Context: an optimization exercise on an open-source flow, tuned for small area, a short achievable clock period and few clock cycles per item. The choices shown serve that exercise and are no tape-out recipe.
The RTL was checked by simulation tests, not by an equivalence proof against the original design.
Power figures rest on the tool's default switching activity, not on a simulated workload.

==> build 96: inputs <==
==> flow/design.v <==
package mer_pkg;
endpackage
module mer_add #(parameter int N = 32, parameter int L = (N > 32) ? 6 : (N > 16) ? 5 : (N > 8) ? 4 : 3)
(
    input  logic [N-1:0] a,
    input  logic [N-1:0] b,
    input  logic         cin,
    output logic [N-1:0] s
);
    logic [N-1:0] p, g0;
    logic [N-1:0] G [0:L];
    logic [N-1:0] P [0:L];
    assign p  = a ^ b;
    assign g0 = (a & b) | {{(N-1){1'b0}}, p[0] & cin};
    assign G[0] = g0;
    assign P[0] = p;
    for (genvar l = 0; l < L; l++) begin : lvl
        for (genvar i = 0; i < N; i++) begin : bt
            if (((i >> l) & 1) == 1) begin : comb
                localparam int J = ((i >> l) << l) - 1;
                assign G[l+1][i] = G[l][i] | (P[l][i] & G[l][J]);
                assign P[l+1][i] = P[l][i] & P[l][J];
            end else begin : pass
                assign G[l+1][i] = G[l][i];
                assign P[l+1][i] = P[l][i];
            end
        end
    end
    assign s = p ^ {G[L][N-2:0], cin};
endmodule
module mer_add3 #(parameter int N = 32)
(
    input  logic [N-1:0] a,
    input  logic [N-1:0] b,
    input  logic [N-1:0] c,
    input  logic         cin,
    output logic [N-1:0] s
);
    logic [N-1:0] x, y;
    assign x = a ^ b ^ c;
    assign y = (a & b) | (a & c) | (b & c);
    mer_add #(N) u_add (.a(x), .b({y[N-2:0], cin}), .cin(1'b0), .s(s));
endmodule
module midpoint_ellipse_rasterizer
(
    input  logic         aclk,
    input  logic         aresetn,
    input  logic         s_tvalid,
    output logic         s_tready,
    input  logic [47:0]  s_tdata,
    input  logic [0:0]   s_tuser,
    output logic         m_tvalid,
    input  logic         m_tready,
    output logic [111:0] m_tdata,
    output logic         m_tlast
);
    logic [31:0] d, T, W;
    logic [33:0] H;
    logic [19:0] U, V;
    logic [13:0] px, mx, py, my;
    logic        mv, lastr, rdy, act, r2, pend, ent, first, spend;
    logic        ryodd, rxodd, fix, fixp, zr;
    logic        sPS, sPR, sPM, sF1, sF2;    
    logic        pos1, pos2;                 
    logic        mfirst;                     
    logic [2:0]  dig;                        
    logic [1:0]  dg;                         
    wire [9:0] in_rx = s_tdata[33:24];
    wire [9:0] in_ry = s_tdata[43:34];
    wire idle     = ~(sPS | sPR | sPM | sF1 | sF2);
    wire mac      = sPS | sPR | sPM;
    wire fire     = s_tvalid & rdy;
    wire is_start = fire & ~s_tuser[0];
    wire is_step  = fire & s_tuser[0];
    wire out_free = ~mv | m_tready;
    wire trk      = idle & ~ent;                  
    wire go       = ((is_step & act) | pend) & out_free & trk;
    wire adv      = out_free | ~(pos1 | pos2);    
    wire lastdig  = (dig == 3'd0);
    wire d_m1 = &d;
    wire b1   = ~d[31];                                   
    wire b    = r2 ? (d[31] & ~(spend & d_m1)) : b1;
    wire aT   = ~r2 | b;
    wire aW   = r2 | b;
    wire pmfirst = sPM & mfirst;
    wire sel_t   = (trk & ~r2) | (pos1 & ~idle) | pmfirst;
    wire sel_w   = (trk & r2) | (~pos1 & pos2 & ~idle);
    wire sel_h   = (idle & ent) | sF1;
    wire [31:0] x0 = ({32{sel_t}} & T) | ({32{sel_w}} & W) | ({32{sel_h}} & H[31:0]);
    wire        c0 = sF2 ? fix : ((~pos1 & pos2 & ~idle) | spend);
    logic [31:0] cand0, cand1;
    mer_add  #(32) u_c0 (.a(d), .b(x0), .cin(c0), .s(cand0));
    mer_add3 #(32) u_c1 (.a(d), .b(T), .c(W), .cin(spend), .s(cand1));
    logic [31:0] tadd, wadd;
    mer_add #(32) u_t (.a(T), .b(ent ? ~{12'b0, U} : {11'b0, U, 1'b0}), .cin(ent), .s(tadd));
    mer_add #(32) u_w (.a(W), .b(ent ? {12'b0, V} : {11'b0, V, 1'b0}), .cin(1'b0), .s(wadd));
    logic hA, hA4, hBn, hBp, hBm, hCv, hCp, hCm;
    logic [1:0] hI;
    wire [33:0] u2 = {13'b0, U, 1'b0};
    wire [33:0] u1 = {14'b0, U};
    wire [33:0] v1 = {14'b0, V};
    wire [33:0] v2 = {13'b0, V, 1'b0};
    wire [33:0] ha = ({34{hA}} & H) | ({34{hA4}} & {H[31:0], 2'b00}) | {32'b0, hI};
    wire [33:0] hb = ({34{hBn}} & ~u1) | ({34{hBp}} & u2) | ({34{hBm}} & ~u2);
    wire [33:0] hc = ({34{hCv & b1}} & v1) | ({34{hCp}} & u1) | ({34{hCm}} & ~u1);
    logic [33:0] hs;
    mer_add3 #(34) u_h (.a(ha), .b(hb), .c(hc), .cin(hBn & ~fixp), .s(hs));
    logic [33:0] e1x, e1y, e2x, e2y, es;
    wire  [33:0] et = {{2{T[31]}}, T};
    wire  [33:0] ew = {{2{W[31]}}, W};
    wire  [33:0] eu = ~u1;
    wire  [33:0] ev = b1 ? 34'b0 : ~v2;
    assign e1x = et ^ ew ^ eu;
    assign e1y = (et & ew) | (et & eu) | (ew & eu);
    assign e2x = e1x ^ {e1y[32:0], 1'b1} ^ ev;
    assign e2y = (e1x & {e1y[32:0], 1'b1}) | (e1x & ev) | ({e1y[32:0], 1'b1} & ev);
    mer_add #(34) u_e (.a(e2x), .b({e2y[32:0], ~b1}), .cin(1'b0), .s(es));
    wire enter = ~es[33];
    function automatic logic [2:0] topdig(input logic [9:0] m);
        if (m[9:8] != 0)      topdig = 3'd4;
        else if (m[7:6] != 0) topdig = 3'd3;
        else if (m[5:4] != 0) topdig = 3'd2;
        else if (m[3:2] != 0) topdig = 3'd1;
        else                  topdig = 3'd0;
    endfunction
    function automatic logic [1:0] digit(input logic [9:0] m, input logic [2:0] k);
        case (k)
            3'd0:    digit = m[1:0];
            3'd1:    digit = m[3:2];
            3'd2:    digit = m[5:4];
            3'd3:    digit = m[7:6];
            default: digit = m[9:8];
        endcase
    endfunction
    wire [9:0] mult_cur = sPM ? V[9:0] : U[9:0];
    wire [9:0] mult_nxt = V[9:0];       
    wire [2:0] dig_nxt  = lastdig ? topdig(mult_nxt) : dig - 3'd1;
    wire [1:0] dg_nxt   = lastdig ? digit(mult_nxt, topdig(mult_nxt)) : digit(mult_cur, dig - 3'd1);
    logic sPS_n, sPR_n, sPM_n, sF1_n, sF2_n, ent_n, mfirst_n;
    logic [1:0] dg_n;
    always_comb begin
        sPS_n = sPS; sPR_n = sPR; sPM_n = sPM; sF1_n = sF1; sF2_n = sF2;
        ent_n = ent; mfirst_n = mfirst; dg_n = dg;
        if (is_start) begin
            sPS_n = 1'b1; sPR_n = 1'b0; sPM_n = 1'b0; sF1_n = 1'b0; sF2_n = 1'b0;
            ent_n = 1'b0; mfirst_n = 1'b1;
            dg_n  = digit(in_ry, topdig(in_ry));
        end else if (~idle) begin
            if (adv) begin
                if (mac) begin
                    mfirst_n = lastdig;
                    dg_n     = dg_nxt;
                    if (lastdig) begin
                        sPS_n = 1'b0;
                        sPR_n = sPS;
                        sPM_n = sPR;
                        sF1_n = sPM;
                    end
                end
                if (sF1) begin sF1_n = 1'b0; sF2_n = 1'b1; end
                if (sF2) begin sF2_n = 1'b0; ent_n = zr; end
            end
        end else if (ent) begin
            ent_n = 1'b0;
        end else if (go) begin
            ent_n = enter & ~r2;
        end
    end
    wire trk_n   = ~(sPS_n | sPR_n | sPM_n | sF1_n | sF2_n) & ~ent_n;
    wire macp_n  = sPS_n | sPR_n;
    wire [13:0] px_n = px + 14'd1;
    wire [13:0] mx_n = mx - 14'd1;
    wire [13:0] py_n = py - 14'd1;
    wire [13:0] my_n = my + 14'd1;
    wire        yz_n = aW ? (py_n == my_n) : (py == my);    
    always_ff @(posedge aclk) begin
        if (!aresetn) begin
            mv    <= 1'b0;
            rdy   <= 1'b1;
            act   <= 1'b0;
            ent   <= 1'b0;
            pend  <= 1'b0;
            spend <= 1'b0;
            first <= 1'b0;
            fixp  <= 1'b0;
            sPS   <= 1'b0;
            sPR   <= 1'b0;
            sPM   <= 1'b0;
            sF1   <= 1'b0;
            sF2   <= 1'b0;
            hA  <= 1'b1; hA4 <= 1'b0; hBn <= 1'b1; hCv <= 1'b1;
            hBp <= 1'b0; hCp <= 1'b0; hBm <= 1'b0; hCm <= 1'b0; hI <= 2'b00;
        end else begin
            sPS <= sPS_n; sPR <= sPR_n; sPM <= sPM_n; sF1 <= sF1_n; sF2 <= sF2_n;
            ent <= ent_n; mfirst <= mfirst_n; dg <= dg_n;
            hA  <= trk_n | sF2_n;
            hA4 <= ((macp_n | sPM_n) & ~mfirst_n) | sF1_n;
            hBn <= trk_n;
            hCv <= trk_n;
            hBp <= (macp_n & dg_n[1]) | sF1_n;
            hCp <= (macp_n & dg_n[0]) | sF1_n;
            hBm <= (sPM_n & dg_n[1]) | sF2_n;
            hCm <= (sPM_n & dg_n[0]) | sF2_n;
            hI  <= sPM_n ? {dg_n[1] & dg_n[0], dg_n[1] ^ dg_n[0]} : 2'b00;
            if (go)            mv <= 1'b1;
            else if (m_tready) mv <= 1'b0;
            if (is_start) begin
                act    <= 1'b0;
                pend   <= 1'b0;
                r2     <= 1'b0;
                spend  <= 1'b0;
                first  <= 1'b0;
                fixp   <= 1'b0;
                pos1   <= 1'b1;
                pos2   <= 1'b1;
                dig    <= topdig(in_ry);
                U      <= {10'b0, in_ry};
                V      <= {10'b0, in_rx};
                T      <= {22'b0, in_ry};
                W      <= ~{22'b0, in_ry};
                d      <= {4'b0, s_tdata[11:0], 4'b0, s_tdata[23:12]};
                rxodd  <= in_rx[0];
                ryodd  <= in_ry[0];
                zr     <= (in_rx == 10'd0) | (in_ry == 10'd0);
                rdy    <= 1'b0;
            end else if (~idle) begin
                if (pos1 & out_free) begin
                    px <= cand0[29:16]; mx <= cand0[29:16]; py <= cand0[13:0];
                    pos1 <= 1'b0;
                end else if (pos2 & out_free) begin
                    my <= cand0[13:0];
                    pos2 <= 1'b0;
                end
                if (adv) begin
                    if (mac) begin
                        H      <= hs;
                        dig    <= dig_nxt;
                        if (pmfirst) d <= cand0;                        
                        if (lastdig) begin
                            if (sPS) begin                              
                                T   <= hs[31:0];
                                U   <= V;
                                V   <= U;
                            end else if (sPR) begin                     
                                U   <= hs[19:0];
                                d   <= {14'b0, hs[19:2]};
                            end else begin                              
                                W   <= {hs[30:0], 1'b0};                
                            end
                        end
                    end
                    if (sF1) begin                                      
                        H   <= hs;
                        d   <= cand0;                                   
                        fix <= rxodd & cand0[31];
                        V   <= U;                                       
                        U   <= T[19:0];                                 
                    end
                    if (sF2) begin                                      
                        H    <= {{2{hs[33]}}, hs[33:2]};
                        d    <= cand0;                                  
                        T    <= tadd;                                   
                        W    <= wadd;                                   
                        fixp <= fix;
                        act  <= ~zr | (py != my);
                        rdy  <= ~zr;
                    end
                end
            end else if (ent) begin
                if (act) begin
                    d     <= cand0;
                    T     <= tadd;
                    W     <= wadd;
                    r2    <= 1'b1;
                    first <= 1'b1;
                end
                rdy <= ~pend;
            end else if (go) begin
                d <= b ? cand1 : cand0;
                if (aT) begin T <= tadd; px <= px_n; mx <= mx_n; end
                if (aW) begin W <= wadd; py <= py_n; my <= my_n; end
                if (~r2) H <= hs;
                lastr <= yz_n;
                act   <= ~yz_n;
                spend <= first & ryodd & d[31] & ~d_m1;
                first <= 1'b0;
                fixp  <= 1'b0;
                pend  <= 1'b0;
                rdy   <= ~(enter & ~r2);
            end else if (is_step & act) begin
                pend <= 1'b1;
                rdy  <= 1'b0;
            end
        end
    end
    assign s_tready = rdy;
    assign m_tvalid = mv;
    assign m_tlast  = lastr;
    assign m_tdata  = {my, mx, my, px, py, mx, py, px};
endmodule
==> flow/flow/run.sh <==
#!/bin/bash
# The standard layout, with the repair steps aiming for more setup slack
# than the clock needs (the clock and constraints are unchanged).
set -euo pipefail
bash standard.sh SETUP_SLACK_MARGIN=6.5 finish > standard_flow.log 2>&1
==> flow/standard.sh <==
#!/bin/bash
# synth_recipe.tcl (not shown) runs the flow's synth.tcl, then flattens the netlist and writes it again
# the make line also repeats each setting of config.mk as NAME=value (left out here)
make -C /OpenROAD-flow-scripts/flow DESIGN_CONFIG=/design/flow/config.mk WORK_HOME=/design/flow/orfs CLKGATE_MAP_FILE= SYNTH_SCRIPT=/design/flow/synth_recipe.tcl "${@:-finish}"
==> flow/config.mk <==
export PLATFORM = sky130hd
export DESIGN_NAME = midpoint_ellipse_rasterizer
export DESIGN_NICKNAME = midpoint_ellipse_rasterizer
export VERILOG_FILES = /design/flow/design.v
export SDC_FILE = /design/flow/constraint.sdc
export NUM_CORES = 4
export LEC_CHECK = 0
export ABC_CLOCK_PERIOD_IN_PS = 2500
export CAP_MARGIN = 20
export CORE_MARGIN = 2
export CORE_UTILIZATION = 45
export SLEW_MARGIN = 20
==> flow/constraint.sdc <==
create_clock -name core_clock -period 10.0 [get_ports {aclk}]
set_input_delay 2.0000 -clock core_clock [delete_from_list [all_inputs] [get_ports {aclk}]]
set_output_delay 2.0000 -clock core_clock [all_outputs]
set_load 0.01 [all_outputs]
==> build 20 (differences from build 96) <==
==> flow/run.sh (new file) <==
#!/bin/bash
# synth_recipe.tcl (not shown) runs the flow's synth.tcl, then flattens the netlist and writes it again
# the make line also repeats each setting of config.mk as NAME=value (left out here)
make -C /OpenROAD-flow-scripts/flow DESIGN_CONFIG=/design/flow/config.mk WORK_HOME=/design/flow/orfs CLKGATE_MAP_FILE= SYNTH_SCRIPT=/design/flow/synth_recipe.tcl finish
--- a/flow/config.mk
+++ b/flow/config.mk
@@ -8,5 +8,6 @@
 export ABC_CLOCK_PERIOD_IN_PS = 2500
 export CAP_MARGIN = 20
 export CORE_MARGIN = 2
-export CORE_UTILIZATION = 45
+export CORE_UTILIZATION = 55
+export SETUP_SLACK_MARGIN = 5
 export SLEW_MARGIN = 20
removed: flow/flow/run.sh
removed: flow/standard.sh
==> qor summary <==
Max_slew headroom: build 20 0.2408; build 96 0.1801
Initial antenna violation count: build 20 2; build 96 3
Transition at the pin with the smallest max-transition slack: build 20 1.128 ns; build 96 1.223 ns
Total Power Consumption: build 20 5.376 mW; build 96 6.440 mW
Reg power frac: build 20 0.278; build 96 0.230
Post CTS Setup Buffer Count: build 20 18; build 96 218
Buffers plus inverters on the worst setup path: build 20 6; build 96 5
Flip-flop and latch area: build 20 0.007666 sq mm; build 96 0.007679 sq mm
Met1 wire length: build 20 38390 um; build 96 41520 um
Data required time at the worst endpoint: build 20 10.28 ns; build 96 10.31 ns
Cell mode on critical path: build 20 a21oi_1; build 96 buf_6
Clock share of power: build 20 0.238; build 96 0.212
Final wirelength: build 20 91940 um; build 96 104000 um
Tap cell count: build 20 607; build 96 765
Layout Utilization: build 20 0.6513; build 96 0.6069
Starting DRC count in detailed routing: build 20 2845; build 96 3071
Net Sw Frac: build 20 0.4123; build 96 0.4061
Leakage component of the power: build 20 12.58 nW; build 96 14.80 nW
Floorplan die width: build 20 222.2 um; build 96 245.2 um
Worst slack on hold paths: build 20 0.5004 ns; build 96 0.4938 ns
Status: build 20 no timing/DRC/antenna violations; build 96 no timing/DRC/antenna violations
VDD IR-drop max: build 20 152.1 uV; build 96 108.0 uV
Maximum number of pins on one net before global-route repair: build 20 67; build 96 68
Area of placed instances: build 20 0.02809 sq mm; build 96 0.02860 sq mm
Multi-input gates: build 20 2128; build 96 2129
Multi-input gate share of total cell area: build 20 0.5650; build 96 0.5430
Testbench counts of build 96, summed over its fixed seeds: cycles 19,090, items 16,698.
Testbench counts of build 20, summed over its fixed seeds: cycles 19,090, items 16,698.

## separate check: timing with driven ports
No port has a modelled driver above. Below, the same layouts with a new extraction and two added sets of constraints.
Step 1 sets driving cells, clkbuf_16 on the clock port and buf_2 on the other inputs (assumed; they add their load-dependent delay and slew).
Step 2, shift: input delay + t, output delay - t, t = (earliest + latest rising clock arrival at the registers) / 2. This alone moves slack from input paths to output paths.
a / b / c = no drivers / after step 1 / after step 2; a / b = the first two.
run	shift t [ns]	setup WS [ns]	latest minus earliest clock arrival (ns)	worst register clock-pin slew, ns	worst slew at a driven data input, ns
build 96	0.631	5.241 / 5.241 / 5.241	0.031 / 0.031	0.06 / 0.06	0.06
build 20	0.625	5.081 / 5.081 / 4.771	0.024 / 0.024	0.06 / 0.06	0.06
After both steps every run listed still meets setup and hold. The setup slack of build 20, which loses most, moves by 0.000 ns with the drivers and by -0.310 ns with both steps.
